This design comes from an exercise in tuning for small area, a short achievable clock period and few clock cycles per item on the open sky130 flow, not from production work.
No functional check of the RTL was part of any run shown here.
Power figures rest on the tool's default switching activity, not on a simulated workload.

===== design.v =====
`timescale 1ns/1ps
package pkt_lkp_pkg;
    localparam int LKP_INFO_W     = 20;
    localparam int ODR_ID_W       = 3;
    localparam int PAYLOAD_W      = 64;
    localparam int REQ_ID_W       = 10;
    localparam int ROB_DEPTH      = 8;
    localparam int ROB_IDX_W      = 3;
    localparam int LKP_FIFO_DEPTH = 4;
    localparam int LKP_FIFO_IDX_W = 2;
    localparam int PKT_META_W     = 1 + LKP_INFO_W + ODR_ID_W + 1;
    localparam int LKP_REQ_W      = LKP_INFO_W + REQ_ID_W;
    typedef logic [LKP_INFO_W-1:0] lkp_info_t;
    typedef logic [ODR_ID_W-1:0]   odr_id_t;
    typedef logic [PAYLOAD_W-1:0]  payload_t;
    typedef logic [REQ_ID_W-1:0]   req_id_t;
    typedef logic [ROB_IDX_W-1:0]  rob_idx_t;
    typedef struct packed {
        logic      lkp_en;
        lkp_info_t lkp_info;
        odr_id_t   odr_id;
        logic      so;
    } pkt_meta_t;
    typedef struct packed {
        lkp_info_t info;
        req_id_t   req_id;
    } lkp_req_t;
    typedef struct packed {
        lkp_info_t rslt;
        odr_id_t   odr_id;
        logic      so;
        payload_t  payload;
    } out_pkt_t;
endpackage
`timescale 1ns/1ps
module pkt_lkp_top
(
    input  logic      clk,
    input  logic      rst_i,
    input  logic      b2c_pkt_vld_i,
    input  logic      b2c_pkt_lkp_en_i,
    input  pkt_lkp_pkg::lkp_info_t b2c_pkt_lkp_info_i,
    input  pkt_lkp_pkg::odr_id_t   b2c_pkt_odr_id_i,
    input  logic      b2c_pkt_so_i,
    input  pkt_lkp_pkg::payload_t  b2c_pkt_payload_i,
    output logic      c2b_pkt_rdy_o,
    output logic      c2a_lkp_vld_o,
    output pkt_lkp_pkg::lkp_info_t c2a_lkp_info_o,
    output pkt_lkp_pkg::req_id_t   c2a_lkp_req_id_o,
    input  logic      a2c_lkp_rdy_i,
    input  logic      a2c_lkp_rsp_vld_i,
    input  pkt_lkp_pkg::req_id_t   a2c_lkp_rsp_id_i,
    input  pkt_lkp_pkg::lkp_info_t a2c_lkp_rslt_i,
    output logic      c2d_pkt_vld_o,
    output pkt_lkp_pkg::lkp_info_t c2d_pkt_lkp_rslt_o,
    output pkt_lkp_pkg::odr_id_t   c2d_pkt_odr_id_o,
    output logic      c2d_pkt_so_o,
    output pkt_lkp_pkg::payload_t  c2d_pkt_payload_o,
    input  logic      d2c_pkt_rdy_i
);
    localparam int N      = 4;
    localparam int IW     = 2;
    localparam int TW     = IW + 1;
    localparam int RW     = pkt_lkp_pkg::LKP_INFO_W;
    localparam int DW     = pkt_lkp_pkg::ODR_ID_W + 1 + pkt_lkp_pkg::PAYLOAD_W;
    logic [IW-1:0] head_q, tail_q, head_inc, tail_inc;
    logic          head_w_q, tail_w_q;
    logic [N-1:0]  tail_oh_q;
    logic [TW-1:0] head_tag, tail_tag;
    logic          full_q, full_d;
    logic          rdy_q;
    logic          accept, load;
    logic          slots_busy;
    assign head_inc = (head_q == IW'(N-1)) ? '0 : head_q + 1'b1;
    assign tail_inc = (tail_q == IW'(N-1)) ? '0 : tail_q + 1'b1;
    assign head_tag = {head_w_q, head_q};
    assign tail_tag = {tail_w_q, tail_q};
    assign slots_busy = full_q || (head_q != tail_q);
    logic          req_push;
    logic          req_block_d;
    assign c2b_pkt_rdy_o = rdy_q;
    assign accept        = b2c_pkt_vld_i && rdy_q;
    assign req_push      = accept && b2c_pkt_lkp_en_i;
    logic          m_vld_q, s_vld_q, m_vld_d, s_vld_d;
    logic [RW-1:0] m_info_q, s_info_q;
    logic [TW-1:0] m_tag_q, s_tag_q;
    logic          req_pop;
    assign c2a_lkp_vld_o    = m_vld_q;
    assign c2a_lkp_info_o   = m_info_q;
    assign c2a_lkp_req_id_o = pkt_lkp_pkg::REQ_ID_W'(m_tag_q);
    assign req_pop          = m_vld_q && a2c_lkp_rdy_i;
    always_comb
    begin
        m_vld_d = m_vld_q;
        s_vld_d = s_vld_q;
        if (!m_vld_q || req_pop)
        begin
            m_vld_d = s_vld_q || req_push;
            s_vld_d = s_vld_q && req_push;
        end
        else if (req_push)
            s_vld_d = 1'b1;
    end
    assign req_block_d = s_vld_d;
    always_ff @(posedge clk)
    begin
        if (rst_i)
        begin
            m_vld_q <= 1'b0;
            s_vld_q <= 1'b0;
        end
        else
        begin
            m_vld_q <= m_vld_d;
            s_vld_q <= s_vld_d;
        end
    end
    always_ff @(posedge clk)
    begin
        if (!m_vld_q || req_pop)
        begin
            if (s_vld_q)
            begin
                m_info_q <= s_info_q;
                m_tag_q  <= s_tag_q;
            end
            else if (req_push)
            begin
                m_info_q <= b2c_pkt_lkp_info_i;
                m_tag_q  <= tail_tag;
            end
        end
        if (req_push && (s_vld_q || (m_vld_q && !req_pop)))
        begin
            s_info_q <= b2c_pkt_lkp_info_i;
            s_tag_q  <= tail_tag;
        end
    end
    logic [DW-1:0] data_q [N];
    logic [RW-1:0] rslt_q [N];
    logic [N-1:0]  lkp_q;
    logic [N-1:0]  done_q;
    logic [IW-1:0] rsp_idx;
    logic          head_done;
    logic          head_rsp;
    logic          out_rsp;
    logic          slot_rsp;
    logic          out_full_q, out_done_q, out_full_d, out_done_d;
    logic [TW-1:0] out_tag_q;
    logic          out_free;
    logic          vld_d;
    assign rsp_idx   = a2c_lkp_rsp_id_i[IW-1:0];
    assign head_done = done_q[head_q];
    assign head_rsp  = a2c_lkp_rsp_vld_i && (a2c_lkp_rsp_id_i[TW-1:0] == head_tag);
    assign out_rsp   = a2c_lkp_rsp_vld_i && out_full_q && !out_done_q &&
                       (a2c_lkp_rsp_id_i[TW-1:0] == out_tag_q);
    assign slot_rsp  = a2c_lkp_rsp_vld_i && !out_rsp;
    assign out_free  = !out_full_q || (c2d_pkt_vld_o && d2c_pkt_rdy_i);
    assign load      = out_free && slots_busy;
    always_ff @(posedge clk)
    begin
        for (int i = 0; i < N; i++)
        begin
            if (accept && tail_oh_q[i])
            begin
                data_q[i] <= {b2c_pkt_odr_id_i, b2c_pkt_so_i, b2c_pkt_payload_i};
                lkp_q[i]  <= b2c_pkt_lkp_en_i;
            end
        end
        if (slot_rsp)
            rslt_q[rsp_idx] <= a2c_lkp_rslt_i;
    end
    always_comb
    begin
        full_d = full_q;
        if (accept && !load)
            full_d = (tail_inc == head_q);
        else if (load && !accept)
            full_d = 1'b0;
    end
    always_ff @(posedge clk)
    begin
        if (rst_i)
        begin
            head_q   <= '0;
            tail_q   <= '0;
            tail_oh_q <= N'(1);
            head_w_q <= 1'b0;
            tail_w_q <= 1'b0;
            full_q   <= 1'b0;
            rdy_q    <= 1'b0;
            done_q   <= '0;
        end
        else
        begin
            full_q <= full_d;
            rdy_q  <= !full_d && !req_block_d;
            if (slot_rsp)
                done_q[rsp_idx] <= 1'b1;
            if (load)
            begin
                done_q[head_q] <= 1'b0;
                head_q         <= head_inc;
                if (head_q == IW'(N-1))
                    head_w_q <= !head_w_q;
            end
            if (accept)
            begin
                done_q[tail_q] <= !b2c_pkt_lkp_en_i;
                tail_q         <= tail_inc;
                tail_oh_q      <= {tail_oh_q[N-2:0], tail_oh_q[N-1]};
                if (tail_q == IW'(N-1))
                    tail_w_q <= !tail_w_q;
            end
        end
    end
    logic [RW-1:0] out_rslt;
    assign out_rslt = (load && head_done) ? (rslt_q[head_q] & {RW{lkp_q[head_q]}}) : a2c_lkp_rslt_i;
    always_comb
    begin
        out_full_d = out_full_q;
        out_done_d = out_done_q;
        if (load)
        begin
            out_full_d = 1'b1;
            out_done_d = head_done || head_rsp;
        end
        else
        begin
            if (c2d_pkt_vld_o && d2c_pkt_rdy_i)
                out_full_d = 1'b0;
            if (out_rsp)
                out_done_d = 1'b1;
        end
    end
    assign vld_d = out_full_d && out_done_d;
    always_ff @(posedge clk)
    begin
        if (rst_i)
        begin
            out_full_q    <= 1'b0;
            out_done_q    <= 1'b0;
            c2d_pkt_vld_o <= 1'b0;
        end
        else
        begin
            out_full_q    <= out_full_d;
            out_done_q    <= out_done_d;
            c2d_pkt_vld_o <= vld_d;
        end
    end
    always_ff @(posedge clk)
    begin
        if (load)
        begin
            out_tag_q <= head_tag;
            {c2d_pkt_odr_id_o, c2d_pkt_so_o, c2d_pkt_payload_o} <= data_q[head_q];
        end
        if (load || out_rsp)
            c2d_pkt_lkp_rslt_o <= out_rslt;
    end
endmodule

===== flow/run.sh =====
#!/bin/bash
# Standard layout, with plain buffers on the ports and footprint-free resizing.
set -euo pipefail
bash standard.sh MATCH_CELL_FOOTPRINT=0 "BUFFER_PORTS_ARGS=-buffer_cell sky130_fd_sc_hd__buf_1" finish > make_finish.log 2>&1

===== standard.sh =====
#!/bin/bash
# synth_recipe.tcl (not shown) runs the flow's synth.tcl, then flattens the netlist and writes it again
# the make line also repeats each setting of config.mk as NAME=value (left out here)
make -C /OpenROAD-flow-scripts/flow DESIGN_CONFIG=/design/flow/config.mk WORK_HOME=/design/flow/orfs CLKGATE_MAP_FILE= SYNTH_SCRIPT=/design/flow/synth_recipe.tcl "${@:-finish}"

===== config.mk =====
export PLATFORM = sky130hd
export DESIGN_NAME = pkt_lkp_top
export DESIGN_NICKNAME = pkt_lkp_top
export VERILOG_FILES = /design/flow/design.v
export SDC_FILE = /design/flow/constraint.sdc
export NUM_CORES = 4
export LEC_CHECK = 0
export CAP_MARGIN = 20
export CORE_MARGIN = 2
export CORE_UTILIZATION = 40
export CTS_CLUSTER_DIAMETER = 100
export CTS_CLUSTER_SIZE = 30
export SETUP_SLACK_MARGIN = 2.0
export SLEW_MARGIN = 20
export TNS_END_PERCENT = 100

===== constraint.sdc =====
create_clock -name core_clock -period 4.0 [get_ports {clk}]
set_input_delay 0.8000 -clock core_clock [delete_from_list [all_inputs] [get_ports {clk}]]
set_output_delay 0.8000 -clock core_clock [all_outputs]
set_load 0.01 [all_outputs]

==> results of run 1 <==
## per-stage QoR
stage          power (mW)  setup WS (ns)  hold WS, ns  std cells  area [µm²]
4_1_cts             13.25          1.962       0.4028       1855       21400
6_report            13.27          1.946       0.4331       1863       21550
2_1_floorplan       9.229          1.465       0.4353       1023       19070
3_3_place_gp        10.37          1.180       0.4501       1812       20560
3_5_place_dp        10.40          1.119       0.4546       1812       20560
5_1_grt             13.93          1.898       0.4109       1862       21550
## critical path, delay by kind of cell
kind / cells / cell delay (ns)
and+or+nand+nor: 1 / 0.59
buffers and inverters: 1 / 0.30
xor gates and xnor gates: 1 / 0.26
AOI/OAI and AO/OA: 1 / 0.30
## layer usage
layer,share of wire,vias up,track usage
met5,0.00099,-,0
met4,0.015,6,0.03161
met3,0.075,42,0.04315
met2,0.50,260,0.2807
met1,0.41,4958,0.2111
li1,-,4502,-
## power by group through the flow
stage	clock network, mW	registers (mW)	logic [mW]
5_1_grt	2.91	7.17	3.85
6_report	2.65	7.11	3.51
2_1_floorplan	0	7.40	1.83
3_5_place_dp	0	7.24	3.16
4_1_cts	2.74	7.12	3.39
3_3_place_gp	0	7.23	3.14
## cell usage in the layout, fill, tap and decap left out, types with 10 or more instances in the layout
master       n
edfxtp_1   493
buf_1      221
a21oi_1     79
nor2_1      78
a222oi_1    68
nand2_1     35
inv_1       28
mux2_2      22
clkbuf_16   22
mux4_2      21
o31ai_2     19
dfxtp_1     18
buf_4       13
clkbuf_2    10
## state kept, by name, indices dropped and copies added (netlist names), 2 cells and up, named ones only
| register | count |
|---|---|
| data_q | 272 |
| rslt_q | 80 |
| c2d_pkt_payload_o | 64 |
| c2d_pkt_lkp_rslt_o | 20 |
| m_info_q | 20 |
| s_info_q | 20 |
| done_q | 4 |
| lkp_q | 4 |
| tail_oh_q | 4 |
| c2d_pkt_odr_id_o | 3 |
| m_tag_q | 3 |
| out_tag_q | 3 |
| s_tag_q | 3 |
| head_q | 2 |
| tail_q | 2 |
## path summary, 6_finish.rpt
| check | startpoint | endpoint | cells past startpoint |
|---|---|---|---|
| setup / recovery | a2c_lkp_rsp_id_i[1] | rslt_q[1][12]$_DFFE_PP_ | 4 |
| hold / removal | b2c_pkt_lkp_info_i[10] | s_info_q[10]$_DFFE_PP_ | 1 |
| setup reg to reg | head_q[1]$_SDFFE_PP0N_ | c2d_pkt_lkp_rslt_o[18]$_DFFE_PP_ | 3 |
| hold reg to reg | tail_oh_q[3]$_SDFFE_PP0P_ | tail_oh_q[3]$_SDFFE_PP0P_ | 2 |
## cell families after synthesis
| logic type | after synthesis |
|---|---|
| compound gates | 193 |
| xor+xnor | 12 |
| fa+ha+maj | 10 |
| buf+inv | 99 |
| flops | 516 |
| mux | 45 |
| other cells | 1 |
| simple gates | 141 |
## final cells by class
class	instances	area, µm²	share of cell area
inverters	34	195.2	0.009057
repair inverters	2	13.76	0.0006386
flip-flops and latches	516	15280	0.7088
multi-input cells	412	3372	0.1565
clock buffers	28	573.1	0.02659
diodes	1	2.502	0.0001161
well taps	607	759.5	0.03524
clock inverters	2	46.29	0.002148
repair buffers	261	1313	0.06090
## timing repair
item,CTS,global route
cloned,4,2
gates resized for setup,16,19
buffers inserted,9,5
pin swaps,4,2
endpoints found under the setup margin,314,119
==> impl_metrics.env, run 1 <==
export IMPL_fill_cells=3979
export IMPL_first_pass_iters=7
export IMPL_grt_pass1_vias=9754
export IMPL_hold_violations=0
export IMPL_drtIter0Drc=801
export IMPL_netSwitchingPower_mw=4.088
export IMPL_numClockSinks=516
export IMPL_track_usage=0.1637
export IMPL_critPathKind="in2reg"
export IMPL_pwr_share_comb=0.264
export IMPL_die_h_um=221.2
export IMPL_cp_max_fo=12
export IMPL_cts_buffers=21
export IMPL_finalCritPeriodShare=0.5136
export IMPL_ioPinCount=246
export IMPL_syn_inst=1017
export IMPL_syn_to_final_growth_pct=14.22
export IMPL_die_w_um=221.2
export IMPL_yosys_top_cells_area="edfxtp_1 78%, a222oi_1 3.6%, mux4_2 2.5%, dfxtp_1 2.4%, a21oi_1 2.1%"
export IMPL_syn_area_um2=18870
export IMPL_timing_fmax_mhz=486.7
export IMPL_start_util=0.4053
export IMPL_drive_gt1_frac=0.1339
export IMPL_synthXorXnorAreaFrac=0.006963
export IMPL_drv_slew=0
export IMPL_yosys_warnings=2
export IMPL_slew_headroom=0.4247
export IMPL_drt_total_wl_um=41290
export IMPL_power_frac_seq=0.536
export IMPL_critPathLaunchType="input port"
export IMPL_p_int_mw=9.181
export IMPL_slowest_delay_ns=0.59
export IMPL_grt_pass1_wl_um=61440
export IMPL_grt_max_degree=74
export IMPL_routabilityCongestion=0.7466
export IMPL_crit_chain="clkbuf_2 -> xnor2_4 -> a41oi_2 -> nor2b_2"
export IMPL_synth_top_family_by_area="compound AO/OA/AOI/OAI gates"
export IMPL_setup_violations=0
export IMPL_drc=0
export IMPL_vdd_drop_max_mv=0.3951
export IMPL_yosysMostFrequentCell="edfxtp_1"
export IMPL_cts_max_level=1
export IMPL_async_flop_share=0
export IMPL_fin_crit_ns=2.055
export IMPL_tightest_slew_ns=0.8582
export IMPL_worst_setup_path_end_kind="flip-flop"
export IMPL_hold_buffers=0
export IMPL_ys_seq_area_frac=0.8090
export IMPL_utilization=0.4629
export IMPL_clk_latency_ns=0.56
export IMPL_core_area_um2=46560
export IMPL_die_area_um2=48920
export IMPL_synth_compound_area_frac=0.08196
export IMPL_synth_area_per_cell_um2=18.55
export IMPL_dr_total_vias=9768
export IMPL_clk_pin_slew_ns=0.11
export IMPL_synth_top_cell_by_area="edfxtp_1"
export IMPL_reg2reg_slack_ns=2.07
export IMPL_cpMaxStageDelayCell="nor2b_2"
export IMPL_root_buffer="clkbuf_16"
export IMPL_hold_path_class="in2reg"
export IMPL_power_frac_clock=0.200
export IMPL_ant_nets=0
export IMPL_yosysTopAreaCellShare=0.7846
export IMPL_ys_seq_elements=516
export IMPL_tritoncts="built"
export IMPL_gr_total_overflow=0
export IMPL_cts_buffer_depth=3
export IMPL_layout_nets=1383
export IMPL_synth_simple_area_share=0.03090
export IMPL_ys_types=50
export IMPL_leakage_nw=6.730
export IMPL_swShare=0.3081
export IMPL_routedWlPerCell_um=22.16
export IMPL_drv_cap=0
export IMPL_synth_adder_area_share=0.006631
export IMPL_port_buffers=231
export IMPL_fin_skew_ns=0.02345
export IMPL_tns_ns=0
export IMPL_antenna_found_initial=4
export IMPL_hpwlAfterDp_um=22040
export IMPL_yosys_most_used_dff="edfxtp_1"
export IMPL_p_per_area_nw_per_um2=615.7
export IMPL_critPathArrivalTime_ns=2.26
export IMPL_rsz0062_at_grt="true"
export IMPL_ys_top_cells_by_count="493 x edfxtp_1, 80 x nor2_1, 79 x a21oi_1, 68 x a222oi_1, 38 x nand2_1"
export IMPL_status="finished clean"
export IMPL_via_per_inst=5.243
export IMPL_cp_required_ns=4.20
export IMPL_std_cell_rows=79
export IMPL_yosys_mux_area_fraction=0.03926
export IMPL_synth_edf_count=493
==> run 2: changes to the inputs <==
--- a/config.mk
+++ b/config.mk
@@ -8,8 +8,8 @@
 export CAP_MARGIN = 20
 export CORE_MARGIN = 2
 export CORE_UTILIZATION = 40
-export CTS_CLUSTER_DIAMETER = 100
-export CTS_CLUSTER_SIZE = 30
+export CTS_CLUSTER_DIAMETER = 80
+export CTS_CLUSTER_SIZE = 22
 export SETUP_SLACK_MARGIN = 2.0
 export SLEW_MARGIN = 20
 export TNS_END_PERCENT = 100
==> impl_metrics.env, run 2 <==
export IMPL_status="finished clean"
export IMPL_numClockSinks=516
export IMPL_drive_gt1_frac=0.1524
export IMPL_fin_cells=1881
export IMPL_root_buffer="clkbuf_16"
export IMPL_ys_top_cells_by_count="493 x edfxtp_1, 80 x nor2_1, 79 x a21oi_1, 68 x a222oi_1, 38 x nand2_1"
export IMPL_first_pass_iters=6
export IMPL_async_flop_share=0
export IMPL_crit_chain="clkbuf_2 -> xnor2_4 -> a41oi_2 -> and2_2"
export IMPL_ys_seq_area_frac=0.8090
export IMPL_tritoncts="built"
export IMPL_die_area_um2=48920
export IMPL_power_mw=13.71
export IMPL_routedWlPerCell_um=21.99
export IMPL_power_frac_clock=0.228
export IMPL_slowest_delay_ns=0.44
export IMPL_antenna_found_initial=4
export IMPL_vdd_drop_max_mv=0.4255
export IMPL_critPathKind="in2reg"
export IMPL_grt_pass1_wl_um=61440
export IMPL_top_register="data_q"
export IMPL_ant_nets=0
export IMPL_wl_met2_um=20360
export IMPL_core_area_um2=46560
export IMPL_yosysTopAreaCellShare=0.7846
export IMPL_hold_path_class="in2reg"
export IMPL_final_cell_area_um2=21800
export IMPL_grt_pass1_vias=9854
export IMPL_drv_cap=0
export IMPL_cpLargestDelayFamily="simple AND/OR/NAND/NOR gates"
export IMPL_synth_top_family_by_area="compound AO/OA/AOI/OAI gates"
export IMPL_synth_edf_count=493
export IMPL_p_per_area_nw_per_um2=629.2
export IMPL_dr_total_vias=9789
export IMPL_fill_cells=3975
export IMPL_synth_adder_area_share=0.006631
export IMPL_setup_violations=0
export IMPL_cts_max_level=1
export IMPL_via_per_inst=5.204
export IMPL_synth_compound_area_frac=0.08196
export IMPL_critPathArrivalTime_ns=2.23
export IMPL_dp_cells=1812
export IMPL_drtIter0Drc=913
export IMPL_std_cell_rows=79
export IMPL_synthXorXnorAreaFrac=0.006963
export IMPL_m1WireLength_um=17360
export IMPL_utilization=0.4682
export IMPL_cpMaxStageDelayCell="and2_2"
export IMPL_critPathLaunchType="input port"
export IMPL_timing_fmax_mhz=508.4
export IMPL_crit_buf_inv=1
export IMPL_start_util=0.4053
export IMPL_final_cell_mix="493 x edfxtp_1, 210 x buf_1, 79 x a21oi_1"
export IMPL_fin_skew_ns=0.01411
export IMPL_dp_slack_ns=1.119
export IMPL_gr_total_overflow=0
export IMPL_syn_to_final_growth_pct=15.52
export IMPL_netSwitchingPower_mw=4.171
export IMPL_fin_crit_ns=1.967
export IMPL_syn_inst=1017
export IMPL_worst_setup_path_end_kind="flip-flop"
export IMPL_syn_area_um2=18870
export IMPL_drc=0
export IMPL_die_w_um=221.2
export IMPL_top_layer="met5"
export IMPL_finalCritPeriodShare=0.4918
export IMPL_holdWs_ns=0.4053
export IMPL_hold_violations=0
export IMPL_tns_ns=0
export IMPL_hold_buffers=0
export IMPL_cp_max_fo=13
export IMPL_met3_length_um=3158
export IMPL_rsz0062_at_grt="true"
export IMPL_ioPinCount=246
export IMPL_tightest_slew_ns=0.6979
export IMPL_cp_required_ns=4.26
export IMPL_cts_buffers=28
export IMPL_synth_simple_area_share=0.03090
export IMPL_leakage_nw=6.887
export IMPL_drv_slew=0
export IMPL_die_h_um=221.2
export IMPL_yosys_mux_area_fraction=0.03926
export IMPL_yosysMostFrequentCell="edfxtp_1"
export IMPL_swShare=0.3042
export IMPL_power_frac_seq=0.518
export IMPL_dpl_instance_area_um2=20560
export IMPL_ys_types=50
export IMPL_port_buffers=231
export IMPL_hpwlAfterDp_um=22040
export IMPL_grt_max_degree=74
export IMPL_cts_buffer_depth=3
export IMPL_slew_headroom=0.5336
export IMPL_ys_seq_elements=516
export IMPL_synth_top_cell_by_area="edfxtp_1"
export IMPL_layout_commonest_cell="edfxtp_1"
export IMPL_synth_area_per_cell_um2=18.55
export IMPL_setup_ws_ns=2.033
export IMPL_yosys_warnings=2
export IMPL_pwr_share_comb=0.254
export IMPL_layout_nets=1394
export IMPL_track_usage=0.1630
export IMPL_clk_pin_slew_ns=0.09
export IMPL_drt_total_wl_um=41370
export IMPL_clk_latency_ns=0.59
export IMPL_yosys_top_cells_area="edfxtp_1 78%, a222oi_1 3.6%, mux4_2 2.5%, dfxtp_1 2.4%, a21oi_1 2.1%"
export IMPL_largest_reg_flops=272
export IMPL_yosys_most_used_dff="edfxtp_1"
export IMPL_p_int_mw=9.542
export IMPL_routabilityCongestion=0.7466
-- run 2: cell counts after synthesis --
No cell type changed its count.
-- run 2: timing repair --
action,in CTS,in global routing
gates cloned,4,3
pin swaps,4,1
buffers inserted,10,7
endpoints found under the setup margin,318,101
gates resized for setup,26,19
-- run 2: final cells by class --
cell class | count | area (µm²) | area share
inverters | 34 | 181.4 | 0.008324
clock inverters | 6 | 90.09 | 0.004133
repair buffers | 264 | 1319 | 0.06050
well taps | 607 | 759.5 | 0.03484
multi-input cells | 413 | 3385 | 0.1553
clock buffers | 38 | 769.5 | 0.03530
diodes | 1 | 2.502 | 0.0001148
flip-flops and latches | 516 | 15280 | 0.7009
repair inverters | 2 | 13.76 | 0.0006315
-- run 2: power groups by stage --
stage	sequential (mW)	combinational, mW	clock [mW]
2_1_floorplan	7.40	1.83	0
3_3_place_gp	7.23	3.14	0
3_5_place_dp	7.24	3.16	0
4_1_cts	7.13	3.38	3.23
5_1_grt	7.17	3.84	3.42
6_report	7.11	3.48	3.12
-- run 2: logic make-up after synthesis --
| group | Yosys count |
|---|---|
| mux | 45 |
| flops | 516 |
| other cells | 1 |
| simple gates | 141 |
| compound gates | 193 |
| fa+ha+maj | 10 |
| buf+inv | 99 |
| xor+xnor | 12 |
-- run 2: metal layers --
layer | vias to the layer above | track usage
met3 | 37 | 0.04886
met5 | - | 0
met1 | 4965 | 0.2115
met2 | 257 | 0.2742
li1 | 4524 | -
met4 | 6 | 0.02988
-- run 2: worst paths after layout --
check	from	endpoint	slack (ns)	cells past startpoint
setup / recovery	a2c_lkp_rsp_id_i[1]	rslt_q[2][13]$_DFFE_PP_	2.03	4
hold / removal	b2c_pkt_lkp_info_i[10]	s_info_q[10]$_DFFE_PP_	0.41	1
setup reg to reg	tail_q[0]$_SDFFE_PP0P_	c2d_pkt_payload_o[1]$_DFFE_PN_	2.09	5
hold reg to reg	tail_oh_q[3]$_SDFFE_PP0P_	tail_oh_q[3]$_SDFFE_PP0P_	0.47	2
==> run 3: changes to the inputs <==
--- a/design.v
+++ b/design.v
@@ -69,6 +69,8 @@
     logic [TW-1:0] head_tag, tail_tag;
     logic          full_q, full_d;
     logic          rdy_q;
+    logic          rdy;
+    logic          pred_q;
     logic          accept, load;
     logic          slots_busy;
     assign head_inc = (head_q == IW'(N-1)) ? '0 : head_q + 1'b1;
@@ -78,8 +80,9 @@
     assign slots_busy = full_q || (head_q != tail_q);
     logic          req_push;
     logic          req_block_d;
-    assign c2b_pkt_rdy_o = rdy_q;
-    assign accept        = b2c_pkt_vld_i && rdy_q;
+    assign rdy           = rdy_q || (pred_q && d2c_pkt_rdy_i);
+    assign c2b_pkt_rdy_o = rdy;
+    assign accept        = b2c_pkt_vld_i && rdy;
     assign req_push      = accept && b2c_pkt_lkp_en_i;
     logic          m_vld_q, s_vld_q, m_vld_d, s_vld_d;
     logic [RW-1:0] m_info_q, s_info_q;
@@ -189,12 +192,14 @@
             tail_w_q <= 1'b0;
             full_q   <= 1'b0;
             rdy_q    <= 1'b0;
+            pred_q   <= 1'b0;
             done_q   <= '0;
         end
         else
         begin
             full_q <= full_d;
             rdy_q  <= !full_d && !req_block_d;
+            pred_q <= full_d && vld_d && !req_block_d;
             if (slot_rsp)
                 done_q[rsp_idx] <= 1'b1;
             if (load)
--- a/config.mk
+++ b/config.mk
@@ -8,8 +8,6 @@
 export CAP_MARGIN = 20
 export CORE_MARGIN = 2
 export CORE_UTILIZATION = 40
-export CTS_CLUSTER_DIAMETER = 80
-export CTS_CLUSTER_SIZE = 22
 export SETUP_SLACK_MARGIN = 2.0
 export SLEW_MARGIN = 20
 export TNS_END_PERCENT = 100
==> impl_metrics.env, run 3 <==
export IMPL_status="finished clean"
export IMPL_multi_input_area_um2=3427
export IMPL_fin_skew_ns=0.01391
export IMPL_yosys_top_cells_area="edfxtp_1 78%, mux2i_1 3.6%, a222oi_1 3.6%, dfxtp_1 2.5%, mux4_2 2.5%"
export IMPL_tns_ns=0
export IMPL_yosys_most_used_dff="edfxtp_1"
export IMPL_grt_pass1_vias=10350
export IMPL_power_mw=14.83
export IMPL_root_buffer="clkbuf_16"
export IMPL_synth_area_per_cell_um2=18.82
export IMPL_leakage_nw=8.101
export IMPL_gr_total_overflow=0
export IMPL_ys_seq_area_frac=0.8003
export IMPL_fin_crit_ns=2.069
export IMPL_ant_nets=0
export IMPL_async_flop_share=0
export IMPL_ys_types=51
export IMPL_port_buffers=231
export IMPL_routabilityCongestion=0.7472
export IMPL_syn_to_final_growth_pct=21.58
export IMPL_drive_gt1_frac=0.1805
export IMPL_grt_pass1_wl_um=63750
export IMPL_slew_headroom=0.3170
export IMPL_layout_nets=1442
export IMPL_ys_top_cells_by_count="493 x edfxtp_1, 100 x inv_1, 69 x mux2i_1, 68 x a222oi_1, 38 x nand2_1"
export IMPL_critPathKind="in2out"
export IMPL_top_register="data_q"
export IMPL_reg2reg_slack_ns=2.07
export IMPL_timing_fmax_mhz=483.3
export IMPL_fill_cells=4026
export IMPL_die_h_um=222.5
export IMPL_drtIter0Drc=838
export IMPL_track_usage=0.1717
export IMPL_first_pass_iters=6
export IMPL_rr_startpoint="tail_q[1]$_SDFFE_PP0N_"
export IMPL_grt_max_degree=70
export IMPL_setup_violations=0
export IMPL_via_per_inst=5.179
export IMPL_dr_total_vias=10190
export IMPL_crit_path_start="d2c_pkt_rdy_i"
export IMPL_yosysTopAreaCellShare=0.7752
export IMPL_crit_end="c2b_pkt_rdy_o"
export IMPL_drv_cap=0
export IMPL_final_cell_mix="493 x edfxtp_1, 207 x buf_1, 95 x inv_1"
export IMPL_layout_commonest_cell="edfxtp_1"
export IMPL_die_area_um2=49510
export IMPL_cp_max_fo=3
export IMPL_synth_top_cell_by_area="edfxtp_1"
export IMPL_die_w_um=222.5
export IMPL_start_util=0.4025
export IMPL_cp_required_ns=3.20
export IMPL_vdd_drop_max_mv=0.4939
export IMPL_p_per_area_nw_per_um2=638.6
export IMPL_syn_inst=1015
export IMPL_cts_buffers=54
export IMPL_yosys_warnings=2
export IMPL_finalCritPeriodShare=0.5173
export IMPL_core_area_um2=47450
export IMPL_critPathLaunchType="input port"
export IMPL_syn_area_um2=19100
export IMPL_cts_buffer_depth=3
export IMPL_largest_reg_flops=272
export IMPL_ys_seq_elements=517
export IMPL_final_seq_area_um2=15300
export IMPL_hold_path_class="in2reg"
export IMPL_tritoncts="built"
export IMPL_antenna_found_initial=5
export IMPL_cts_max_level=2
export IMPL_rsz0062_at_grt="true"
export IMPL_critPathArrivalTime_ns=1.27
export IMPL_synth_edf_count=493
export IMPL_tightest_slew_ns=1.025
export IMPL_routedWlPerCell_um=22.22
export IMPL_hpwlAfterDp_um=22100
export IMPL_numClockSinks=517
export IMPL_drt_total_wl_um=43720
export IMPL_std_cell_rows=80
export IMPL_drc=0
export IMPL_clk_latency_ns=0.60
export IMPL_yosysMostFrequentCell="edfxtp_1"
export IMPL_drv_slew=0
export IMPL_ioPinCount=246
export IMPL_worst_setup_path_end_kind="output port"
export IMPL_hold_violations=0
export IMPL_r2r_cells=5
export IMPL_reg2reg_to="pred_q$_SDFF_PP0_"
export IMPL_clk_pin_slew_ns=0.06
## run 3: what timing repair did
action                                  CTS  global route
endpoints found under the setup margin  251           357
setup buffers                            13            20
hold buffers                              0             0
pin swaps                                 6             7
gates resized for setup                  41            30
gates cloned                              4             3
## run 3: routing by layer
| layer | track usage | wire length (µm) | vias to the layer above |
|---|---|---|---|
| met4 | 0.04546 | 898 | 8 |
| li1 | - | - | 4618 |
| met5 | 0 | 46 | - |
| met3 | 0.06004 | 3546 | 77 |
| met2 | 0.2819 | 21110 | 299 |
| met1 | 0.2174 | 18120 | 5191 |
## run 3: area by class of cell
class / instances / share of cell area
clock buffers: 71 / 0.06229
clock inverters: 30 / 0.01433
multi-input cells: 348 / 0.1476
repair inverters: 2 / 0.0008083
well taps: 615 / 0.03314
flip-flops and latches: 517 / 0.6590
inverters: 102 / 0.01854
repair buffers: 282 / 0.06418
diodes: 1 / 0.0001078
## run 3: critical path: stages
cell and delay, ns:
buf_4 0.13, a21oi_4 0.17, inv_4 0.05, buf_6 0.11
## run 3: where the power goes
group          internal [mW]  total (mW)  switching [mW]
logic                   1.12        2.95            1.83
registers               6.66        6.87           0.209
clock network           2.94        5.01            2.08
## run 3: worst min path at each step
stage | cells past startpoint | startpoint | slack, ns | end
6_report | 1 | b2c_pkt_lkp_info_i[5] | 0.40 | s_info_q[5]$_DFFE_PP_
5_1_grt | 1 | b2c_pkt_lkp_info_i[14] | 0.38 | s_info_q[14]$_DFFE_PP_
4_1_cts | 1 | b2c_pkt_lkp_info_i[5] | 0.36 | s_info_q[5]$_DFFE_PP_
2_1_floorplan | 2 | tail_oh_q[3]$_SDFFE_PP0N_ | 0.44 | tail_oh_q[3]$_SDFFE_PP0N_
3_3_place_gp | 2 | tail_oh_q[3]$_SDFFE_PP0N_ | 0.45 | tail_oh_q[3]$_SDFFE_PP0N_
3_5_place_dp | 2 | tail_oh_q[3]$_SDFFE_PP0N_ | 0.45 | tail_oh_q[3]$_SDFFE_PP0N_
## run 3: kinds of logic after synthesis
| kind of cell | Yosys count | synth area share |
|---|---|---|
| flip-flops | 517 | 0.8003 |
| buffers and inverters | 159 | 0.03361 |
| AO/OA/AOI/OAI | 123 | 0.05791 |
| multiplexers | 113 | 0.07449 |
| AND/OR/NAND/NOR | 78 | 0.01959 |
| XOR/XNOR | 13 | 0.006748 |
| adder cells (fa/ha/maj) | 11 | 0.007141 |
| other | 1 | 0.0001964 |
## run 3: metrics by stage
stage | setup slack [ns] | hold slack, ns | area (µm²) | std cells | util
floorplan | 1.417 | 0.4375 | 19260 | 1021 | -
global placement | 1.118 | 0.4501 | 20830 | 1826 | 0.4391
detailed placement | 1.112 | 0.4544 | 20830 | 1826 | 0.4391
CTS | 1.930 | 0.3600 | 22900 | 1944 | 0.4827
global route | 1.914 | 0.3807 | 23220 | 1967 | 0.4893
finish | 1.931 | 0.4049 | 23220 | 1968 | 0.4894
==> run 4: changes to the inputs <==
--- a/design.v
+++ b/design.v
@@ -70,7 +70,6 @@
     logic          full_q, full_d;
     logic          rdy_q;
     logic          rdy;
-    logic          pred_q;
     logic          accept, load;
     logic          slots_busy;
     assign head_inc = (head_q == IW'(N-1)) ? '0 : head_q + 1'b1;
@@ -80,7 +79,7 @@
     assign slots_busy = full_q || (head_q != tail_q);
     logic          req_push;
     logic          req_block_d;
-    assign rdy           = rdy_q || (pred_q && d2c_pkt_rdy_i);
+    assign rdy           = rdy_q;
     assign c2b_pkt_rdy_o = rdy;
     assign accept        = b2c_pkt_vld_i && rdy;
     assign req_push      = accept && b2c_pkt_lkp_en_i;
@@ -120,6 +119,12 @@
     end
     always_ff @(posedge clk)
     begin
+        if (rst_i)
+        begin
+            m_info_q <= '0;
+            m_tag_q  <= '0;
+        end
+        else
         if (!m_vld_q || req_pop)
         begin
             if (s_vld_q)
@@ -147,7 +152,6 @@
     logic          head_done;
     logic          head_rsp;
     logic          out_rsp;
-    logic          slot_rsp;
     logic          out_full_q, out_done_q, out_full_d, out_done_d;
     logic [TW-1:0] out_tag_q;
     logic          out_free;
@@ -157,7 +161,12 @@
     assign head_rsp  = a2c_lkp_rsp_vld_i && (a2c_lkp_rsp_id_i[TW-1:0] == head_tag);
     assign out_rsp   = a2c_lkp_rsp_vld_i && out_full_q && !out_done_q &&
                        (a2c_lkp_rsp_id_i[TW-1:0] == out_tag_q);
-    assign slot_rsp  = a2c_lkp_rsp_vld_i && !out_rsp;
+    logic [N-1:0]  gen_q;
+    logic [N-1:0]  slot_wr;
+    always_comb
+        for (int i = 0; i < N; i++)
+            slot_wr[i] = a2c_lkp_rsp_vld_i && (rsp_idx == IW'(i)) &&
+                         (a2c_lkp_rsp_id_i[IW] == gen_q[i]);
     assign out_free  = !out_full_q || (c2d_pkt_vld_o && d2c_pkt_rdy_i);
     assign load      = out_free && slots_busy;
     always_ff @(posedge clk)
@@ -168,10 +177,11 @@
             begin
                 data_q[i] <= {b2c_pkt_odr_id_i, b2c_pkt_so_i, b2c_pkt_payload_i};
                 lkp_q[i]  <= b2c_pkt_lkp_en_i;
-            end
-        end
-        if (slot_rsp)
-            rslt_q[rsp_idx] <= a2c_lkp_rslt_i;
+                gen_q[i]  <= tail_w_q;
+            end
+            if (slot_wr[i])
+                rslt_q[i] <= a2c_lkp_rslt_i;
+        end
     end
     always_comb
     begin
@@ -192,16 +202,13 @@
             tail_w_q <= 1'b0;
             full_q   <= 1'b0;
             rdy_q    <= 1'b0;
-            pred_q   <= 1'b0;
             done_q   <= '0;
         end
         else
         begin
             full_q <= full_d;
             rdy_q  <= !full_d && !req_block_d;
-            pred_q <= full_d && vld_d && !req_block_d;
-            if (slot_rsp)
-                done_q[rsp_idx] <= 1'b1;
+            done_q <= done_q | slot_wr;
             if (load)
             begin
                 done_q[head_q] <= 1'b0;
@@ -257,11 +264,21 @@
     always_ff @(posedge clk)
     begin
         if (load)
-        begin
             out_tag_q <= head_tag;
-            {c2d_pkt_odr_id_o, c2d_pkt_so_o, c2d_pkt_payload_o} <= data_q[head_q];
-        end
-        if (load || out_rsp)
-            c2d_pkt_lkp_rslt_o <= out_rslt;
+    end
+    always_ff @(posedge clk)
+    begin
+        if (rst_i)
+        begin
+            {c2d_pkt_odr_id_o, c2d_pkt_so_o, c2d_pkt_payload_o} <= '0;
+            c2d_pkt_lkp_rslt_o <= '0;
+        end
+        else
+        begin
+            if (load)
+                {c2d_pkt_odr_id_o, c2d_pkt_so_o, c2d_pkt_payload_o} <= data_q[head_q];
+            if (load || out_rsp)
+                c2d_pkt_lkp_rslt_o <= out_rslt;
+        end
     end
 endmodule
--- a/config.mk
+++ b/config.mk
@@ -8,6 +8,8 @@
 export CAP_MARGIN = 20
 export CORE_MARGIN = 2
 export CORE_UTILIZATION = 40
+export CTS_CLUSTER_DIAMETER = 80
+export CTS_CLUSTER_SIZE = 22
 export SETUP_SLACK_MARGIN = 2.0
 export SLEW_MARGIN = 20
 export TNS_END_PERCENT = 100
==> impl_metrics.env, run 4 <==
export IMPL_final_cell_area_um2=22280
export IMPL_status="finished clean"
export IMPL_routabilityCongestion=0.7298
export IMPL_track_usage=0.1898
export IMPL_cpMaxStageDelayCell="dfxtp_2"
export IMPL_via_per_inst=5.552
export IMPL_hold_buffers=0
export IMPL_grt_pass1_vias=11790
export IMPL_async_flop_share=0
export IMPL_synth_top_cell_by_area="edfxtp_1"
export IMPL_antenna_found_initial=4
export IMPL_grt_max_degree=78
export IMPL_synth_edf_count=386
export IMPL_start_util=0.4075
export IMPL_hold_path_class="in2reg"
export IMPL_fin_cells=2135
export IMPL_ys_types=47
export IMPL_critPathKind="reg2reg"
export IMPL_dpl_instance_area_um2=20760
export IMPL_gr_total_overflow=0
export IMPL_synth_simple_area_share=0.05845
export IMPL_numClockSinks=518
export IMPL_cts_buffers=30
export IMPL_synth_top_family_by_area="compound AO/OA/AOI/OAI gates"
export IMPL_slew_headroom=0.3120
export IMPL_drc=0
export IMPL_synth_adder_area_share=0.007881
export IMPL_die_area_um2=49390
export IMPL_yosys_most_used_dff="edfxtp_1"
export IMPL_rr_startpoint="tail_q[1]$_SDFFE_PP0N_"
export IMPL_hold_violations=0
export IMPL_fill_cells=4078
export IMPL_rsz0062_at_grt="true"
export IMPL_setup_ws_ns=2.052
export IMPL_yosys_warnings=3
export IMPL_netSwitchingPower_mw=4.787
export IMPL_cts_max_level=1
export IMPL_layout_commonest_cell="edfxtp_1"
export IMPL_setup_violations=0
export IMPL_synthXorXnorAreaFrac=0.006830
export IMPL_routedWlPerCell_um=22.54
export IMPL_tightest_slew_ns=1.032
export IMPL_fin_crit_ns=1.948
export IMPL_tns_ns=0
export IMPL_synth_area_per_cell_um2=14.81
export IMPL_reg2reg_slack_ns=2.05
export IMPL_leakage_nw=6.849
export IMPL_dr_total_vias=11850
export IMPL_vdd_drop_max_mv=0.5262
export IMPL_reg2reg_to="c2d_pkt_lkp_rslt_o[0]$_SDFFE_PP0P_"
export IMPL_top_register="data_q"
export IMPL_drv_cap=0
export IMPL_cp_required_ns=4.49
export IMPL_clk_latency_ns=0.59
export IMPL_crit_path_start="tail_q[1]$_SDFFE_PP0N_"
export IMPL_crit_end="c2d_pkt_lkp_rslt_o[0]$_SDFFE_PP0P_"
export IMPL_hpwlAfterDp_um=25080
export IMPL_cp_max_fo=25
export IMPL_largest_reg_flops=272
export IMPL_std_cell_rows=79
export IMPL_tritoncts="built"
export IMPL_yosys_top_cells_area="edfxtp_1 61%, dfxtp_1 14%, a222oi_1 4.6%, nand2_1 3.9%, o211ai_1 2.7%"
export IMPL_p_int_mw=9.415
export IMPL_drt_total_wl_um=48120
export IMPL_synth_compound_area_frac=0.1367
export IMPL_grt_pass1_wl_um=72220
export IMPL_swShare=0.3371
export IMPL_yosys_mux_area_fraction=0.01445
export IMPL_power_frac_clock=0.235
export IMPL_ioPinCount=246
export IMPL_fin_skew_ns=0.01716
export IMPL_syn_to_final_growth_pct=16.97
export IMPL_die_h_um=222.2
export IMPL_core_area_um2=46750
export IMPL_ys_seq_elements=518
export IMPL_drive_gt1_frac=0.1139
export IMPL_critPathLaunchType="flip-flop"
export IMPL_timing_fmax_mhz=513.5
export IMPL_drv_slew=0
export IMPL_power_frac_seq=0.463
export IMPL_drtIter0Drc=1022
export IMPL_cts_buffer_depth=3
export IMPL_syn_area_um2=19050
export IMPL_ant_nets=0
export IMPL_p_per_area_nw_per_um2=637.3
export IMPL_multi_input_area_um2=4561
export IMPL_dp_cells=2050
export IMPL_layout_nets=1640
export IMPL_ys_top_cells_by_count="386 x edfxtp_1, 197 x nand2_1, 132 x dfxtp_1, 88 x a222oi_1, 82 x a21oi_1"
export IMPL_worst_setup_path_end_kind="flip-flop"
export IMPL_finalCritPeriodShare=0.4869
export IMPL_final_cell_mix="386 x edfxtp_1, 218 x buf_1, 194 x nand2_1"
export IMPL_r2r_cells=6
export IMPL_clk_pin_slew_ns=0.08
export IMPL_yosysTopAreaCellShare=0.6084
export IMPL_die_w_um=222.2
export IMPL_pwr_share_comb=0.302
export IMPL_power_mw=14.20
export IMPL_syn_inst=1286
export IMPL_dp_slack_ns=1.171
export IMPL_yosysMostFrequentCell="edfxtp_1"
export IMPL_crit_chain="xor2_4 -> o31ai_4 -> bufinv_8 -> or2_1 -> buf_6 -> a311oi_2"
export IMPL_root_buffer="clkbuf_16"
export IMPL_critPathArrivalTime_ns=2.44
export IMPL_ys_seq_area_frac=0.7471
export IMPL_final_seq_area_um2=14250
export IMPL_port_buffers=231
export IMPL_slowest_delay_ns=0.40
export IMPL_first_pass_iters=6
run 4: cell types whose count changed in the layout (fill, tap and decap cells not counted), moves of 46 or more:
cell,delta
nand2_1,+159
dfxtp_1,+108
edfxtp_1,-107
inv_1,-87
a21oi_1,+73
o211ai_1,+68
mux2i_1,-46
run 4: cell families (layout without fill, tap and decap cells):
group                      Yosys count  after routing
muxes                               25             25
AOI/OAI and AO/OA                  319            320
buffers and inverters              124            357
DFF                                518            518
and+or+nand+nor                    273            274
xor gates and xnor gates            14             14
adders and majority gates           12             12
other                                1              8
run 4: routing by layer:
metal | global-route usage | wire length, µm | up-vias
met1 | 0.2529 | 20750 | 5940
met4 | 0.04555 | 812 | 8
met5 | 0 | 55 | -
met2 | 0.3193 | 23330 | 366
met3 | 0.03901 | 3172 | 62
li1 | - | - | 5477
run 4: what timing repair did:
action,CTS,global route
setup endpoints to repair,168,104
setup buffers,9,10
gates resized for setup,38,14
gates cloned,7,2
pin swaps,4,4
run 4: worst min-delay path by stage:
stage,slack [ns],startpoint,end,cells after the start
final,0.42,b2c_pkt_lkp_info_i[9],s_info_q[9]$_DFFE_PP_,1
after global routing,0.39,b2c_pkt_lkp_info_i[7],s_info_q[7]$_DFFE_PP_,1
after global placement,0.44,c2d_pkt_payload_o[45]$_SDFFE_PP0N_,c2d_pkt_payload_o[45]$_SDFFE_PP0N_,2
after CTS,0.38,b2c_pkt_lkp_info_i[17],s_info_q[17]$_DFFE_PP_,1
after floorplan,0.44,tail_oh_q[3]$_SDFFE_PP0N_,tail_oh_q[3]$_SDFFE_PP0N_,2
after detailed placement,0.44,c2d_pkt_payload_o[8]$_SDFFE_PP0N_,c2d_pkt_payload_o[8]$_SDFFE_PP0N_,2
run 4: cell type report:
class,instances,share of cell area
multi-input combinational,652,0.2047
tap,607,0.03408
timing repair inverter,3,0.0008422
sequential,518,0.6393
inverter,13,0.004492
clock inverter,9,0.004941
clock buffer,47,0.03891
antenna,1,0.0001123
timing repair buffer,285,0.07266
run 4: critical path: cells and delay by family, from the launching register on:
| kind | cells | cell delay [ns] |
|---|---|---|
| buffers and inverters | 2 | 0.50 |
| flip-flops | 1 | 0.40 |
| AO/OA/AOI/OAI | 2 | 0.49 |
| XOR/XNOR | 1 | 0.21 |
| AND/OR/NAND/NOR | 1 | 0.26 |
run 4: power by group through the flow:
stage	Combinational (mW)	Clock, mW	Sequential, mW
2_1_floorplan	2.34	0	6.81
3_3_place_gp	3.72	0	6.68
3_5_place_dp	3.76	0	6.70
4_1_cts	4.19	3.43	6.58
5_1_grt	4.72	3.60	6.63
6_report	4.28	3.34	6.57
run 4: through the flow:
step / hold slack (ns) / utilization
3_3_place_gp: 0.4378 / 0.4441
4_1_cts: 0.3815 / 0.4723
5_1_grt: 0.3909 / 0.4766
2_1_floorplan: 0.4375 / -
6_report: 0.4157 / 0.4766
3_5_place_dp: 0.4437 / 0.4441
==> run 5: changes to the inputs <==
--- a/config.mk
+++ b/config.mk
@@ -10,6 +10,6 @@
 export CORE_UTILIZATION = 40
 export CTS_CLUSTER_DIAMETER = 80
 export CTS_CLUSTER_SIZE = 22
-export SETUP_SLACK_MARGIN = 2.0
+export SETUP_SLACK_MARGIN = 2.3
 export SLEW_MARGIN = 20
 export TNS_END_PERCENT = 100
==> impl_metrics.env, run 5 <==
export IMPL_critPathArrivalTime_ns=1.08
export IMPL_crit_buf_inv=1
export IMPL_grt_pass1_wl_um=77970
export IMPL_syn_inst=1286
export IMPL_cpLargestDelayFamily="flip-flops"
export IMPL_drv_cap=0
export IMPL_largest_reg_flops=272
export IMPL_drv_slew=0
export IMPL_drive_gt1_frac=0.2909
export IMPL_drt_total_wl_um=54000
export IMPL_yosys_warnings=3
export IMPL_clk_latency_ns=0.60
export IMPL_ys_types=47
export IMPL_fin_crit_ns=1.878
export IMPL_dp_slack_ns=1.281
export IMPL_clk_pin_slew_ns=0.09
export IMPL_worst_setup_path_end_kind="output port"
export IMPL_die_h_um=222.2
export IMPL_port_buffers=231
export IMPL_syn_to_final_growth_pct=26.91
export IMPL_routabilityCongestion=0.7428
export IMPL_numClockSinks=518
export IMPL_vdd_drop_max_mv=0.4412
export IMPL_critPathLaunchType="flip-flop"
export IMPL_status="finished clean"
export IMPL_final_cell_area_um2=24180
export IMPL_dr_total_vias=12360
export IMPL_ioPinCount=246
export IMPL_tritoncts="built"
export IMPL_cts_buffer_depth=3
export IMPL_core_area_um2=46750
export IMPL_layout_commonest_cell="edfxtp_1"
export IMPL_dpl_instance_area_um2=20720
export IMPL_grt_pass1_vias=12340
export IMPL_slowest_delay_ns=0.37
export IMPL_setup_ws_ns=2.122
export IMPL_start_util=0.4075
export IMPL_grt_max_degree=47
export IMPL_yosys_top_cells_area="edfxtp_1 61%, dfxtp_1 14%, a222oi_1 4.6%, nand2_1 3.9%, o211ai_1 2.7%"
export IMPL_cts_buffers=29
export IMPL_die_w_um=222.2
export IMPL_ys_top_cells_by_count="386 x edfxtp_1, 197 x nand2_1, 132 x dfxtp_1, 88 x a222oi_1, 82 x a21oi_1"
export IMPL_via_per_inst=5.629
export IMPL_die_area_um2=49390
export IMPL_tightest_slew_ns=0.7033
export IMPL_leakage_nw=7.847
export IMPL_root_buffer="clkbuf_16"
export IMPL_critPathKind="reg2out"
export IMPL_synth_area_per_cell_um2=14.81
export IMPL_routedWlPerCell_um=24.59
export IMPL_finalCritPeriodShare=0.4695
export IMPL_drc=0
export IMPL_gr_total_overflow=0
export IMPL_tns_ns=0
export IMPL_rsz0062_at_grt="true"
export IMPL_hold_path_class="in2reg"
export IMPL_synth_top_cell_by_area="edfxtp_1"
export IMPL_cp_required_ns=3.20
export IMPL_synth_edf_count=386
export IMPL_top_register="data_q"
export IMPL_final_cell_mix="386 x edfxtp_1, 194 x nand2_1, 132 x buf_6"
export IMPL_hold_violations=0
export IMPL_ant_nets=0
export IMPL_first_pass_iters=7
export IMPL_async_flop_share=0
export IMPL_yosys_most_used_dff="edfxtp_1"
export IMPL_cts_max_level=1
export IMPL_crit_chain="buf_6"
export IMPL_syn_area_um2=19050
export IMPL_ys_seq_area_frac=0.7471
export IMPL_drtIter0Drc=1102
export IMPL_slew_headroom=0.5311
export IMPL_fin_skew_ns=0.02218
export IMPL_timing_fmax_mhz=532.5
export IMPL_layout_nets=1702
export IMPL_antenna_found_initial=5
export IMPL_cp_max_fo=2
export IMPL_ys_seq_elements=518
export IMPL_hpwlAfterDp_um=25330
export IMPL_hold_buffers=0
export IMPL_cpMaxStageDelayCell="dfxtp_4"
export IMPL_yosysMostFrequentCell="edfxtp_1"
export IMPL_yosysTopAreaCellShare=0.6084
export IMPL_fill_cells=3895
export IMPL_track_usage=0.2095
export IMPL_setup_violations=0
export IMPL_std_cell_rows=79
export IMPL_p_per_area_nw_per_um2=646.3
-- run 5: what timing repair did --
action                                  in CTS  in global routing
gates resized for setup                    550                 32
gates cloned                                26                  6
pin swaps                                   20                 31
endpoints found under the setup margin     556                377
setup buffers                               52                  9
-- run 5: cell type report --
cell class                 count  area [µm²]  area share
sequential                   518       14400      0.5956
multi-input combinational    656        4700      0.1944
timing repair buffer         344        3296      0.1363
clock buffer                  47       803.3     0.03322
tap                          607       759.5     0.03141
inverter                      13       112.6    0.004657
clock inverter                 7       78.83    0.003260
timing repair inverter         3       26.28    0.001087
antenna                        1       2.502   0.0001035
-- run 5: stage by stage --
step	power (mW)	hold slack (ns)	utilization	std cells
after floorplan	9.311	0.4375	-	1292
after global placement	10.38	0.4413	0.4432	2048
after detailed placement	10.43	0.4472	0.4432	2048
after CTS	15.44	0.3823	0.5109	2180
after global routing	16.29	0.3889	0.5171	2195
final	15.63	0.4094	0.5171	2196
-- run 5: kinds of logic after synthesis --
kind of cell,after synthesis,share of synthesized area
buffers and inverters,124,0.02831
muxes,25,0.01445
adders and majority gates,12,0.007881
and+or+nand+nor,273,0.05845
DFF,518,0.7471
xor gates and xnor gates,14,0.006831
other,1,0.0001968
AOI/OAI and AO/OA,319,0.1367
-- run 5: worst paths after layout --
check	slack (ns)	cells past startpoint	to	from
min	0.41	1	s_info_q[1]$_DFFE_PP_	b2c_pkt_lkp_info_i[1]
min reg2reg	0.46	2	c2d_pkt_payload_o[62]$_SDFFE_PP0N_	c2d_pkt_payload_o[62]$_SDFFE_PP0N_
max	2.12	1	c2d_pkt_vld_o	c2d_pkt_vld_o$_SDFF_PP0_
max reg2reg	2.14	5	c2d_pkt_lkp_rslt_o[4]$_SDFFE_PP0P_	head_q[0]$_SDFFE_PP0N_
-- run 5: report_power, final --
| part | switching (mW) | internal [mW] |
|---|---|---|
| sequential | 0.352 | 6.38 |
| combinational | 3.20 | 2.56 |
| clock | 1.73 | 1.41 |
-- run 5: per-layer routing --
layer / up-vias / track usage / share of wire
met2: 377 / 0.3615 / 0.50
met3: 76 / 0.04708 / 0.066
li1: 5622 / - / -
met4: 10 / 0.05798 / 0.024
met5: - / 0 / 0.0013
met1: 6277 / 0.2653 / 0.41
==> run 6: changes to the inputs <==
--- a/config.mk
+++ b/config.mk
@@ -12,4 +12,4 @@
 export CTS_CLUSTER_SIZE = 22
 export SETUP_SLACK_MARGIN = 2.3
 export SLEW_MARGIN = 20
-export TNS_END_PERCENT = 100
+export TNS_END_PERCENT = 5
==> impl_metrics.env, run 6 <==
export IMPL_status="finished clean"
export IMPL_leakage_nw=7.407
export IMPL_top_register="data_q"
export IMPL_async_flop_share=0
export IMPL_drtIter0Drc=1328
export IMPL_hold_violations=0
export IMPL_routabilityCongestion=0.7405
export IMPL_dpl_instance_area_um2=20710
export IMPL_die_h_um=222.2
export IMPL_track_usage=0.2110
export IMPL_cp_max_fo=2
export IMPL_vdd_drop_max_mv=0.3609
export IMPL_synthXorXnorAreaFrac=0.006830
export IMPL_port_buffers=231
export IMPL_fill_cells=4048
export IMPL_top_layer="met4"
export IMPL_routedWlPerCell_um=24.61
export IMPL_ys_top_cells_by_count="386 x edfxtp_1, 197 x nand2_1, 132 x dfxtp_1, 88 x a222oi_1, 82 x a21oi_1"
export IMPL_worst_setup_path_end_kind="output port"
export IMPL_ys_seq_area_frac=0.7471
export IMPL_critPathKind="reg2out"
export IMPL_grt_pass1_wl_um=78210
export IMPL_cp_required_ns=3.20
export IMPL_fin_skew_ns=0.02262
export IMPL_die_area_um2=49390
export IMPL_fin_cells=2182
export IMPL_syn_inst=1286
export IMPL_yosys_warnings=3
export IMPL_synth_area_per_cell_um2=14.81
export IMPL_start_util=0.4075
export IMPL_final_cell_area_um2=23180
export IMPL_tritoncts="built"
export IMPL_core_area_um2=46750
export IMPL_m1WireLength_um=22790
export IMPL_rsz0062_at_grt="true"
export IMPL_drive_gt1_frac=0.2046
export IMPL_wl_met2_um=26630
export IMPL_ant_nets=0
export IMPL_tns_ns=0
export IMPL_drc=0
export IMPL_clk_latency_ns=0.59
export IMPL_synth_compound_area_frac=0.1367
export IMPL_finalCritPeriodShare=0.4766
export IMPL_synth_simple_area_share=0.05845
export IMPL_tightest_slew_ns=0.9560
export IMPL_layout_nets=1691
export IMPL_yosysTopAreaCellShare=0.6084
export IMPL_final_seq_area_um2=14290
export IMPL_antenna_found_initial=1
export IMPL_cts_buffers=29
export IMPL_via_per_inst=5.665
export IMPL_setup_ws_ns=2.094
export IMPL_synth_adder_area_share=0.007881
export IMPL_drv_slew=0
export IMPL_met3_length_um=3577
export IMPL_multi_input_area_um2=4664
export IMPL_yosysMostFrequentCell="edfxtp_1"
export IMPL_p_per_area_nw_per_um2=655.9
export IMPL_hold_path_class="in2reg"
export IMPL_ioPinCount=246
export IMPL_dr_total_vias=12360
export IMPL_cpLargestDelayFamily="flip-flops"
export IMPL_clk_pin_slew_ns=0.09
export IMPL_yosys_top_cells_area="edfxtp_1 61%, dfxtp_1 14%, a222oi_1 4.6%, nand2_1 3.9%, o211ai_1 2.7%"
export IMPL_slew_headroom=0.3627
export IMPL_grt_pass1_vias=12060
export IMPL_slowest_delay_ns=0.35
export IMPL_largest_reg_flops=272
export IMPL_fin_crit_ns=1.906
export IMPL_hold_buffers=0
export IMPL_utilization=0.4959
export IMPL_power_mw=15.21
export IMPL_cpMaxStageDelayCell="dfxtp_1"
export IMPL_std_cell_rows=79
export IMPL_cts_max_level=1
export IMPL_dp_cells=2052
export IMPL_cts_buffer_depth=3
export IMPL_syn_area_um2=19050
export IMPL_ys_seq_elements=518
export IMPL_final_cell_mix="386 x edfxtp_1, 186 x nand2_1, 158 x buf_1"
export IMPL_crit_buf_inv=1
export IMPL_ys_types=47
export IMPL_first_pass_iters=6
export IMPL_gr_total_overflow=0
export IMPL_timing_fmax_mhz=524.5
export IMPL_hpwlAfterDp_um=25370
export IMPL_setup_violations=0
export IMPL_grt_max_degree=75
export IMPL_holdWs_ns=0.4233
export IMPL_yosys_mux_area_fraction=0.01445
export IMPL_crit_chain="clkbuf_2"
export IMPL_dp_slack_ns=1.236
export IMPL_layout_commonest_cell="edfxtp_1"
export IMPL_synth_top_family_by_area="compound AO/OA/AOI/OAI gates"
export IMPL_synth_edf_count=386
export IMPL_yosys_most_used_dff="edfxtp_1"
export IMPL_die_w_um=222.2
export IMPL_drt_total_wl_um=53700
export IMPL_critPathArrivalTime_ns=1.11
export IMPL_root_buffer="clkbuf_16"
export IMPL_syn_to_final_growth_pct=21.70
export IMPL_numClockSinks=518
export IMPL_synth_top_cell_by_area="edfxtp_1"
export IMPL_drv_cap=0
export IMPL_critPathLaunchType="flip-flop"
## run 6: changes by cell type in the layout (fill, tap and decap cells not counted), moves of 7 or more
| cell | delta |
|---|---|
| buf_6 | -100 |
| dfxtp_1 | +88 |
| dfxtp_2 | -86 |
| clkbuf_2 | +54 |
| buf_1 | +46 |
| nand2_1 | -8 |
| nand2_4 | +7 |
## run 6: layout make-up
| cell class | instances | share of cell area |
|---|---|---|
| Sequential cell | 518 | 0.6161 |
| Multi-Input combinational cell | 653 | 0.2012 |
| Timing Repair Buffer | 335 | 0.1067 |
| Clock buffer | 45 | 0.03389 |
| Tap cell | 607 | 0.03276 |
| Inverter | 13 | 0.004317 |
| Clock inverter | 6 | 0.003724 |
| Timing Repair inverter | 4 | 0.001187 |
| Antenna cell | 1 | 0.0001079 |
## run 6: cell families after synthesis
family,Yosys count
adders and majority gates,12
AOI/OAI and AO/OA,319
and+or+nand+nor,273
DFF,518
xor gates and xnor gates,14
buffers and inverters,124
other,1
muxes,25
## run 6: metal layers
metal | GRT usage | vias up
li1 | - | 5586
met1 | 0.2833 | 6293
met2 | 0.3658 | 424
met3 | 0.03293 | 58
met4 | 0.03880 | 0
met5 | 0 | -
## run 6: report_power, final
group | total (mW) | internal [mW] | leakage, nW | switching (mW)
Sequential | 6.61 | 6.31 | 4.61 | 0.300
Combinational | 5.45 | 2.18 | 2.38 | 3.26
Clock | 3.15 | 1.45 | 0.418 | 1.70
## run 6: timing repair
action | 4_1_cts | 5_1_grt
gates resized for setup | 178 | 65
gates cloned | 28 | 1
buffers inserted | 43 | 6
pin swaps | 33 | 11
setup endpoints to repair | 548 | 488
## run 6: path summary, 6_finish.rpt
path,from,end,slack (ns),cells after the start
worst max register to register,head_q[0]$_SDFFE_PP0N_,c2d_pkt_lkp_rslt_o[1]$_SDFFE_PP0P_,2.12,7
worst min-delay path,b2c_pkt_lkp_info_i[1],s_info_q[1]$_DFFE_PP_,0.42,1
worst max-delay path,c2d_pkt_odr_id_o[0]$_SDFFE_PP0N_,c2d_pkt_odr_id_o[0],2.09,1
worst min register to register,c2d_pkt_payload_o[45]$_SDFFE_PP0N_,c2d_pkt_payload_o[45]$_SDFFE_PP0N_,0.46,2

-- afterwards: timing with drivers on the ports --
No port has a modelled driver above. Below, the same layouts with a new extraction and two added sets of constraints. Step 1: set_driving_cell puts a clkbuf_16 on clk and a buf_2 on each other input, an assumption about the parent block. Step 2 adds t to the input delays and takes it off the output delays; t is the mean of the earliest and latest rising clock arrival at the registers after step 1. Input paths then give back, and output paths get back, about the clock's delay inside the block. Three values: ideal, step 1, step 2; two values: the first two.
run | shift t [ns] | setup WS [ns] | pins driven straight from the clock port
run 1 | 0.601 | 1.946 / 1.939 / 1.338 | 1
run 2 | 0.631 | 2.033 / 2.003 / 1.395 | 1
run 3 | 0.643 | 1.931 / 1.893 / 1.432 | 1
run 4 | 0.641 | 2.052 / 1.998 / 1.441 | 1
run 5 | 0.639 | 2.122 / 2.066 / 1.647 | 1
run 6 | 0.631 | 2.094 / 2.041 / 1.529 | 1
After both steps setup and hold are still met in every run listed. For run 2, which loses most, drivers alone change the setup slack by -0.030 ns; drivers and shift together by -0.638 ns.
